Context: an optimization exercise on an open-source flow, tuned for a short achievable clock period and few clock cycles per item. The choices shown serve that exercise and are no tape-out recipe.
In this exercise RTL edits were held to simulation tests only and were not proved equivalent to the original.
Power and IR drop assume default switching activity.

==> design.v <==
package dma_pkg;
  localparam int W_D           = 32;
  localparam int W_EXT_A       = 32;   
  localparam int ADDR_OFFSET   = 2;    
  localparam int W_BOUNDARY_A  = 12;   
  localparam int MAX_BURST_LEN = 256;
  localparam int W_BLEN        = 9;    
  localparam int BOUNDARY_WORDS = 1 << (W_BOUNDARY_A - ADDR_OFFSET);
  localparam int W_BWORDS       = W_BOUNDARY_A - ADDR_OFFSET + 1;
  localparam int CMD_FIFO_AW  = 4;
  localparam int CMD_SLOTS    = 1 << CMD_FIFO_AW;
  localparam int CMD_USABLE   = CMD_SLOTS - 1;   
  localparam int CMD_AF_LEVEL = CMD_USABLE - 2;   
  typedef logic [W_D-1:0]      data_t;
  typedef logic [W_EXT_A-1:0]  ext_addr_t;
  typedef logic [W_EXT_A:0]    word_count_t;
  typedef logic [W_BLEN-1:0]   blen_t;
  typedef logic [W_BWORDS-1:0] bwords_t;
  typedef struct packed {
    ext_addr_t   ext_addr;
    logic        read_enable;    
    logic        write_enable;   
    word_count_t word_size;      
  } dma_cmd_t;
  typedef struct packed {
    ext_addr_t addr;
    logic      read_enable;
    logic      write_enable;
    blen_t     word_size;
  } ext_burst_t;
  typedef enum logic [1:0] {
    ST_IDLE,
    ST_WRITE_TO_BRAM,
    ST_READ_FROM_BRAM
  } dma_state_t;
endpackage
module cmd_fifo
(
  input  logic     CLK0,
  input  logic     RST0,
  input  logic     enq,
  input  dma_pkg::dma_cmd_t din,
  output logic     full,
  output logic     almost_full,
  input  logic     deq,
  output dma_pkg::dma_cmd_t dout,
  output logic     empty
);
  typedef logic [dma_pkg::CMD_FIFO_AW-1:0] ptr_t;
  logic [dma_pkg::W_EXT_A+2+dma_pkg::W_EXT_A:0] mem [0:dma_pkg::CMD_SLOTS-1];   
  ptr_t     head;
  ptr_t     tail;
  ptr_t     rd_addr;   
  ptr_t     head_nx;
  ptr_t     tail_nx;
  ptr_t     used_nx;
  logic     do_enq;
  logic     do_deq;
  assign do_enq = enq && !full;
  assign do_deq = deq && !empty;
  assign head_nx = do_deq ? head + 1'b1 : head;
  assign tail_nx = do_enq ? tail + 1'b1 : tail;
  assign used_nx = tail_nx - head_nx;   
  always_ff @(posedge CLK0) begin
    if (do_enq) begin
      mem[tail] <= din;
    end
    rd_addr <= head;
  end
  assign dout = mem[rd_addr];
  always_ff @(posedge CLK0) begin
    if (RST0) begin
      head        <= '0;
      tail        <= '0;
      empty       <= 1'b1;
      full        <= 1'b0;
      almost_full <= 1'b0;
    end else begin
      head        <= head_nx;
      tail        <= tail_nx;
      empty       <= (used_nx == '0);
      full        <= (used_nx == ptr_t'(dma_pkg::CMD_USABLE));
      almost_full <= (used_nx >= ptr_t'(dma_pkg::CMD_AF_LEVEL));
    end
  end
endmodule
module burst_planner
(
  input  logic        CLK0,
  input  logic        RST0,
  input  logic        plan_load,
  input  dma_pkg::ext_addr_t   cmd_addr,
  input  dma_pkg::word_count_t cmd_words,
  input  logic        plan_advance,
  output dma_pkg::ext_addr_t   cur_addr,
  output dma_pkg::blen_t       burst_len,
  output logic        plan_done
);
  dma_pkg::ext_addr_t   addr_q;
  dma_pkg::word_count_t words_q;       
  dma_pkg::bwords_t     to_boundary;   
  dma_pkg::word_count_t len_min;
  assign to_boundary = dma_pkg::bwords_t'(dma_pkg::BOUNDARY_WORDS) -
                       {1'b0, addr_q[dma_pkg::W_BOUNDARY_A-1:dma_pkg::ADDR_OFFSET]};
  always_comb begin
    len_min = words_q;
    if (dma_pkg::word_count_t'(to_boundary) < len_min) begin
      len_min = dma_pkg::word_count_t'(to_boundary);
    end
    if (dma_pkg::word_count_t'(dma_pkg::MAX_BURST_LEN) < len_min) begin
      len_min = dma_pkg::word_count_t'(dma_pkg::MAX_BURST_LEN);
    end
  end
  assign burst_len = dma_pkg::blen_t'(len_min);   
  assign cur_addr  = addr_q;
  assign plan_done = (words_q == '0);
  always_ff @(posedge CLK0) begin
    if (RST0) begin
      addr_q  <= '0;
      words_q <= '0;
    end else if (plan_load) begin
      addr_q  <= cmd_addr;
      words_q <= cmd_words;
    end else if (plan_advance) begin
      addr_q  <= addr_q + (dma_pkg::ext_addr_t'(burst_len) << dma_pkg::ADDR_OFFSET);   
      words_q <= words_q - dma_pkg::word_count_t'(burst_len);
    end
  end
endmodule
module stream_mover
(
  input  logic       CLK0,
  input  logic       RST0,
  input  dma_pkg::dma_state_t dir,
  input  logic       burst_start,
  input  dma_pkg::blen_t      burst_len,
  output logic       burst_drained,
  input  dma_pkg::data_t      ext_read_data,
  input  logic       ext_read_empty,
  output logic       ext_read_deq,
  output dma_pkg::data_t      ext_write_data,
  output logic       ext_write_enq,
  input  logic       ext_write_almost_full,
  input  dma_pkg::data_t      core_read_data,
  input  logic       core_read_empty,
  output logic       core_read_enable,
  output dma_pkg::data_t      core_write_data,
  output logic       core_write_enable,
  input  logic       core_write_almost_full
);
  dma_pkg::blen_t count;        
  logic  push_pend;    
  logic  wr_move;
  logic  rd_move;
  assign wr_move = (dir == dma_pkg::ST_WRITE_TO_BRAM) && (count != '0) &&
                   !ext_read_empty && !core_write_almost_full;
  assign rd_move = (dir == dma_pkg::ST_READ_FROM_BRAM) && (count != '0) &&
                   !ext_write_almost_full && !core_read_empty;
  assign ext_read_deq      = wr_move;
  assign core_write_enable = wr_move;
  assign core_write_data   = ext_read_data;
  assign core_read_enable = rd_move;
  assign ext_write_enq    = push_pend;
  assign ext_write_data   = core_read_data;
  assign burst_drained = (count == '0);
  always_ff @(posedge CLK0) begin
    if (RST0) begin
      count     <= '0;
      push_pend <= 1'b0;
    end else begin
      push_pend <= rd_move;
      if (burst_start) begin
        count <= burst_len;
      end else if (wr_move || rd_move) begin
        count <= count - 1'b1;
      end
    end
  end
endmodule
module dma_ctrl
(
  input  logic        CLK0,
  input  logic        RST0,
  input  dma_pkg::dma_cmd_t    cmd,
  input  logic        cmd_empty,
  output logic        cmd_deq,
  output logic        plan_load,
  output logic        plan_advance,
  output dma_pkg::ext_addr_t   cmd_addr,
  output dma_pkg::word_count_t cmd_words,
  input  dma_pkg::ext_addr_t   cur_addr,
  input  dma_pkg::blen_t       burst_len,
  input  logic        plan_done,
  output dma_pkg::dma_state_t  state,
  output logic        burst_start,
  input  logic        burst_drained,
  output dma_pkg::ext_burst_t  ext_burst,
  input  logic        ext_ready,
  output logic        busy
);
  logic      in_burst;      
  logic      cmd_ok;
  logic      ext_en;
  logic      ext_rd_en;
  logic      ext_wr_en;
  dma_pkg::ext_addr_t burst_addr;
  dma_pkg::blen_t     burst_words;
  assign cmd_addr  = {cmd.ext_addr[dma_pkg::W_EXT_A-1:dma_pkg::ADDR_OFFSET], {dma_pkg::ADDR_OFFSET{1'b0}}};
  assign cmd_words = cmd.word_size;
  assign cmd_ok    = (cmd.word_size != '0) && (cmd.read_enable || cmd.write_enable);
  assign plan_load = cmd_deq && cmd_ok;   
  assign ext_en       = ext_rd_en || ext_wr_en;
  assign burst_start  = (state != dma_pkg::ST_IDLE) && !in_burst;
  assign plan_advance = in_burst && ext_en && ext_ready;
  assign ext_burst = {burst_addr, ext_rd_en, ext_wr_en, burst_words};
  always_ff @(posedge CLK0) begin
    if (RST0) begin
      state     <= dma_pkg::ST_IDLE;
      cmd_deq   <= 1'b0;
      in_burst  <= 1'b0;
      ext_rd_en <= 1'b0;
      ext_wr_en <= 1'b0;
    end else begin
      cmd_deq <= 1'b0;
      case (state)
        dma_pkg::ST_IDLE: begin
          if (!cmd_deq && !cmd_empty) begin
            cmd_deq <= 1'b1;
          end
          if (plan_load) begin
            state <= cmd.write_enable ? dma_pkg::ST_WRITE_TO_BRAM : dma_pkg::ST_READ_FROM_BRAM;
          end
        end
        dma_pkg::ST_WRITE_TO_BRAM, dma_pkg::ST_READ_FROM_BRAM: begin
          if (burst_start) begin
            ext_rd_en <= (state == dma_pkg::ST_WRITE_TO_BRAM);   
            ext_wr_en <= (state == dma_pkg::ST_READ_FROM_BRAM);
            in_burst  <= 1'b1;
          end
          if (plan_advance) begin
            ext_rd_en <= 1'b0;
            ext_wr_en <= 1'b0;
          end
          if (in_burst && !ext_en && burst_drained) begin
            in_burst <= 1'b0;
            if (plan_done) begin
              state <= dma_pkg::ST_IDLE;
            end
          end
        end
        default: state <= dma_pkg::ST_IDLE;
      endcase
    end
  end
  always_ff @(posedge CLK0) begin
    if (burst_start) begin
      burst_addr  <= cur_addr;
      burst_words <= burst_len;
    end
  end
  always_ff @(posedge CLK0) begin
    if (RST0) begin
      busy <= 1'b0;
    end else begin
      busy <= (state != dma_pkg::ST_IDLE) || !cmd_empty;
    end
  end
endmodule
module dma_stream_top
(
  input  logic       CLK0,
  input  logic       RST0,
  input  dma_pkg::dma_cmd_t   req_cmd,
  input  logic       req_valid,
  output logic       req_ready,
  output logic       req_busy,
  output dma_pkg::ext_burst_t ext_burst,
  input  logic       ext_ready,
  input  dma_pkg::data_t      ext_read_data,
  input  logic       ext_read_empty,
  output logic       ext_read_deq,
  output dma_pkg::data_t      ext_write_data,
  output logic       ext_write_enq,
  input  logic       ext_write_almost_full,
  input  dma_pkg::data_t      core_read_data,
  input  logic       core_read_empty,
  output logic       core_read_enable,
  output dma_pkg::data_t      core_write_data,
  output logic       core_write_enable,
  input  logic       core_write_almost_full
);
  dma_pkg::dma_cmd_t    head_cmd;
  logic        cmd_empty;
  logic        cmd_almost_full;
  logic        cmd_deq;
  logic        plan_load;
  logic        plan_advance;
  logic        plan_done;
  dma_pkg::ext_addr_t   cmd_addr;
  dma_pkg::ext_addr_t   cur_addr;
  dma_pkg::word_count_t cmd_words;
  dma_pkg::blen_t       burst_len;
  dma_pkg::dma_state_t  state;
  logic        burst_start;
  logic        burst_drained;
  assign req_ready = !cmd_almost_full;
  cmd_fifo u_cmd_fifo (
    .CLK0        (CLK0),
    .RST0        (RST0),
    .enq         (req_valid),
    .din         (req_cmd),
    .full        (),
    .almost_full (cmd_almost_full),
    .deq         (cmd_deq),
    .dout        (head_cmd),
    .empty       (cmd_empty)
  );
  dma_ctrl u_dma_ctrl (
    .CLK0          (CLK0),
    .RST0          (RST0),
    .cmd           (head_cmd),
    .cmd_empty     (cmd_empty),
    .cmd_deq       (cmd_deq),
    .plan_load     (plan_load),
    .plan_advance  (plan_advance),
    .cmd_addr      (cmd_addr),
    .cmd_words     (cmd_words),
    .cur_addr      (cur_addr),
    .burst_len     (burst_len),
    .plan_done     (plan_done),
    .state         (state),
    .burst_start   (burst_start),
    .burst_drained (burst_drained),
    .ext_burst     (ext_burst),
    .ext_ready     (ext_ready),
    .busy          (req_busy)
  );
  burst_planner u_burst_planner (
    .CLK0         (CLK0),
    .RST0         (RST0),
    .plan_load    (plan_load),
    .cmd_addr     (cmd_addr),
    .cmd_words    (cmd_words),
    .plan_advance (plan_advance),
    .cur_addr     (cur_addr),
    .burst_len    (burst_len),
    .plan_done    (plan_done)
  );
  stream_mover u_stream_mover (
    .CLK0                   (CLK0),
    .RST0                   (RST0),
    .dir                    (state),
    .burst_start            (burst_start),
    .burst_len              (burst_len),
    .burst_drained          (burst_drained),
    .ext_read_data          (ext_read_data),
    .ext_read_empty         (ext_read_empty),
    .ext_read_deq           (ext_read_deq),
    .ext_write_data         (ext_write_data),
    .ext_write_enq          (ext_write_enq),
    .ext_write_almost_full  (ext_write_almost_full),
    .core_read_data         (core_read_data),
    .core_read_empty        (core_read_empty),
    .core_read_enable       (core_read_enable),
    .core_write_data        (core_write_data),
    .core_write_enable      (core_write_enable),
    .core_write_almost_full (core_write_almost_full)
  );
endmodule
==> run.sh <==
#!/bin/bash
# synth_recipe.tcl (not shown) runs the flow's synth.tcl, then flattens the netlist and writes it again
# the make line also repeats each setting of config.mk as NAME=value (left out here)
make -C /OpenROAD-flow-scripts/flow DESIGN_CONFIG=/design/flow/config.mk WORK_HOME=/design/flow/orfs CLKGATE_MAP_FILE= SYNTH_SCRIPT=/design/flow/synth_recipe.tcl finish
==> config.mk <==
export PLATFORM = sky130hd
export DESIGN_NAME = dma_stream_top
export DESIGN_NICKNAME = dma_stream_top
export VERILOG_FILES = /design/flow/design.v
export SDC_FILE = /design/flow/constraint.sdc
export NUM_CORES = 4
export LEC_CHECK = 0
export CAP_MARGIN = 20
export CORE_MARGIN = 2
export CORE_UTILIZATION = 40
export SLEW_MARGIN = 20
==> constraint.sdc <==
create_clock -name core_clock -period 5.5 [get_ports {CLK0}]
set_input_delay 1.1000 -clock core_clock [delete_from_list [all_inputs] [get_ports {CLK0}]]
set_output_delay 1.1000 -clock core_clock [all_outputs]
set_load 0.01 [all_outputs]
==> run_results.csv <==
group,metric,value,unit
clock_tree,insertion_delay,0.69,ns
clock_tree,cts.htree.levels,3,
critical_path,crit_fanout,10,
clock_tree,tritoncts,"built",
floorplanning,row_count,125,
logic_synthesis,synth_mux_area_frac,0.158,
logic_synthesis,ys_ff_latch,1174,
global_route,grt_pass1_wl,163000,um
logic_synthesis,netlist_area,47000,um^2
route,vias_per_cell,5.58,
critical_path,crit_required,6.04,ns
placed_design,portBuffers,119,
route,ant_nets,0,
global_route,grt_usage,0.186,
sta,fin_ws,0.272,ns
critical_path,startpoint_type,"register",
clock_tree,clock-sinks,1174,
route,vias,23072,
route,wl_met2,54900,um
route,m1WireLength,47200,um
placed_design,routabilityCongestion,0.869,
logic_synthesis,synth-compound-area-share,0.0232,
sta,period_share,0.951,
logic_synthesis,netlist_instances,2374,
floorplanning,die_area,120000,um^2
pwr,p_leak,16.9,nW
logic_synthesis,synth-edff-count,1079,
floorplanning,dieWidth,347,um
finish,area_delta_synth_final,14.6,%
finish,drive_above_1_share,0.237,
global_route,grt-ovfl-total,0,
sta,skew,0.0286,ns
sta,setup_viol,0,
critical_path,critPathArrivalTime,5.76,ns
floorplanning,ios,252,
pwr,peakVddDrop,246,uV
clock_tree,root_buffer,"clkbuf_16",
logic_synthesis,ys.flop_type,"edfxtp_1",
logic_synthesis,synth-adder-area-share,0.0122,
clock_tree,cts_max_path_buffers,3,
global_route,grt_max_degree,89,
logic_synthesis,yosys_warnings,4,
route,dr.pass1.iters,5,
critical_path,end_kind,"register",
clock_tree,clk_pin_slew,0.06,ns
finish,fin_util,0.462,
route,first_iter_violations,2596,
logic_synthesis,yosysUniqueCellTypes,62,
logic_synthesis,synth-simple-area-share,0.0355,
critical_path,criticalPathCategory,"register to register",
logic_synthesis,syn_avg_cell_area,19.8,um^2
floorplanning,dieHeight,347,um
global_route,grt_pass1_vias,23813,
pwr,pwr_density_cell,375,nW/um^2
job,cap_violations,0,
logic_synthesis,synth_xor_area_frac,0.0147,
logic_synthesis,synth_top_family_by_area,"multiplexers",
route,highest_layer,"met5",
pwr,power,20.2,mW
route,wl_met3,7410,um
sta,max_freq,191,MHz
finish,nNetsFinal,2697,
placed_design,place_ws,-0.0391,ns
sta,hold_viol_final,0,
sta,layout_min_cycle_time,5.23,ns
hold_path,hold_path.class,"register to register",
clock_tree,numCtsBuffers,115,
sta,worst_pin_slew,1.03,ns
status,run_status,"timing/DRC/antenna clean",
global_route,grt_antenna_before_repair,6,
logic_synthesis,ys_async_sr_fraction,0,
placed_design,post-dp-hpwl,61900,um
sta,maxSlewViolCount,0,
route,drc,0,
logic_synthesis,synth.yosys.seq_area_share,0.730,
route,wl_per_cell,27.1,um
floorplanning,core-area,116000,um^2
clock_tree,postCtsHoldBufs,0,
floorplanning,initial_core_util,0.404,
sta,slew_headroom,0.312,
route,routed_wl,112000,um
[report_power, final]
| part | total [mW] | internal, mW | leakage [nW] | switching [mW] |
|---|---|---|---|---|
| Sequential | 10.1 | 9.98 | 10.5 | 0.135 |
| Clock | 7.82 | 4.48 | 1.85 | 3.35 |
| Combinational | 2.25 | 0.985 | 4.53 | 1.26 |
| Total | 20.2 | 15.4 | 16.9 | 4.74 |
[stage by stage]
step / TNS (ns) / hold WS (ns) / instance area (um^2) / instances
3_3_place_gp: -0.0381 / 0.357 / 50000 / 3921
6_report: 0 / 0.364 / 53800 / 4137
2_1_floorplan: 0 / 0.349 / 47000 / 2375
5_1_grt: -0.0484 / 0.381 / 53800 / 4136
3_5_place_dp: -0.0930 / 0.351 / 50000 / 3921
4_1_cts: 0 / 0.364 / 53700 / 4136
[layout make-up]
| class | instances | area [um^2] |
|---|---|---|
| inverters | 41 | 154 |
| multi-input cells | 984 | 11600 |
| repair buffers | 198 | 2060 |
| fillers | 9702 | 62600 |
| well taps | 1524 | 1910 |
| clock buffers | 145 | 3110 |
| flip-flops and latches | 1174 | 34300 |
| diodes | 1 | 2.50 |
| clock inverters | 70 | 668 |
[layout by cell type (no fill, tap or decap), drive strengths merged, types with 24 or more instances in the layout]
cell type / count
edfxtp: 1079
mux4: 301
clkbuf: 145
clkdlybuf4s50: 118
nor2: 113
dfxtp: 95
buf: 80
nand2: 72
mux2i: 54
inv: 48
clkinv: 48
xor2: 44
ha: 41
nor3: 37
xnor2: 35
a22oi: 26
a21oi: 24
[synth_stat cells (all sizes together) (4+ instances only)]
cell,instances,area share
xor2,44,0.0082
nor2b,8,0.0011
o21ai,21,0.0022
a211oi,20,0.0038
and3,4,0.00053
inv,41,0.0033
edfxtp,1079,0.69
or4,8,0.0013
nor3b,9,0.0014
and2,21,0.0028
nor3,37,0.0039
xnor2,35,0.0065
a22oi,26,0.0042
nand3,18,0.0019
clkbuf,59,0.0047
nand2b,7,0.00093
nand4,11,0.0015
a21oi,24,0.0026
a21o,10,0.0016
mux4,301,0.14
nor4,12,0.0017
nand2,72,0.0058
mux2,9,0.0022
o21bai,4,0.00064
buf,117,0.018
dfxtp,95,0.040
or2,5,0.00067
mux2i,54,0.012
a22o,11,0.0021
ha,41,0.011
or3,10,0.0013
nor2,113,0.0090
a221oi,11,0.0021
[timing repair]
item	4_1_cts	5_1_grt
resized for setup	2	14
endpoints found under the setup margin	8	49
endpoints found under the hold margin	0	0
gates cloned	0	0
pin swaps	0	1
setup buffers	0	0
[worst max-delay path: stages (launching register included)]
cell and delay, ns:
dfxtp_1 0.31, or3_1 0.41, nor3_2 0.17, nor3b_2 0.22, xnor2_1 0.17, ha_1 0.28, a21o_1 0.20, a21oi_2 0.17
nand2_1 0.09, a21o_1 0.20, a21oi_2 0.20, nor2b_1 0.07, nand4_1 0.16, buf_4 0.17, mux2_2 0.40, ha_1 0.23
or2_2 0.41, nor4_1 0.35, a21boi_0 0.28, a31o_4 0.19, nand3_1 0.10, xnor2_1 0.13, mux2i_1 0.13, nor2_1 0.06
[cells by family (layout without fill, tap and decap cells)]
family                     Yosys count  in the layout
AOI/OAI and AO/OA                  151            151
xor gates and xnor gates            79             79
adders and majority gates           44             44
buffers and inverters              217            454
DFF                               1174           1174
muxes                              364            364
other                                1              3
and+or+nand+nor                    344            344
[routing by layer]
metal,up-vias,global-route usage
li1,9861,-
met1,12204,0.257
met2,790,0.304
met3,211,0.0301
met4,6,0.0548
met5,-,0
[state kept, by name, summed over array words and instances (netlist names), named ones only]
| register | cells |
|---|---|
| u_burst_planner.words_q | 33 |
| u_cmd_fifo.mem | 1040 |
| u_cmd_fifo.full | 1 |
| u_cmd_fifo.almost_full | 1 |
| u_dma_ctrl.burst_words | 9 |
| u_stream_mover.push_pend | 1 |
| u_dma_ctrl.burst_addr | 30 |
| u_dma_ctrl.ext_rd_en | 1 |
| u_dma_ctrl.busy | 1 |
| u_burst_planner.addr_q | 30 |
| u_cmd_fifo.tail | 4 |
| u_dma_ctrl.cmd_deq | 1 |
| u_dma_ctrl.ext_wr_en | 1 |
| u_dma_ctrl.in_burst | 1 |
| u_cmd_fifo.empty | 1 |
| u_stream_mover.count | 9 |
| u_cmd_fifo.head | 4 |
| u_dma_ctrl.state | 2 |
[final timing paths]
check                           depth (start not counted)  slack, ns                          end                 startpoint
worst min-delay path                                    0       0.36                     register         u_cmd_fifo.head[3]
worst max-delay path                                   23       0.27  u_burst_planner.words_q[24]  u_burst_planner.addr_q[4]
worst max register to register                         23       0.27  u_burst_planner.words_q[24]  u_burst_planner.addr_q[4]
worst min register to register                          0       0.36                     register         u_cmd_fifo.head[3]
Testbench counts, summed over its fixed seeds: cycles 34,155, words 25,338.

static timing again, ports no longer ideal:
In the flow no input, the clock included, has a driving cell. The finished layout below was timed again as built, in two steps. Step 1: set_driving_cell puts a clkbuf_16 on CLK0 and a buf_2 on each other input, an assumption about the parent block. Step 2 times the ports against the registers' clock, not the clock port: input delays grow and output delays shrink by t, the midpoint of the rising clock arrivals with the driver on. Three values: ideal ports, drivers, drivers and shift; two values: the first two.
t, ns: 0.750
slack for setup (ns): 0.272 / 0.272 / 0.272
worst setup path after step 2: register to register
clock arrival spread, ns: 0.030 / 0.030
cell pins on the clock port's net: 1
After both steps setup and hold are still met in this run. For this run, drivers alone change the setup slack by 0.000 ns; drivers and shift together by 0.000 ns.
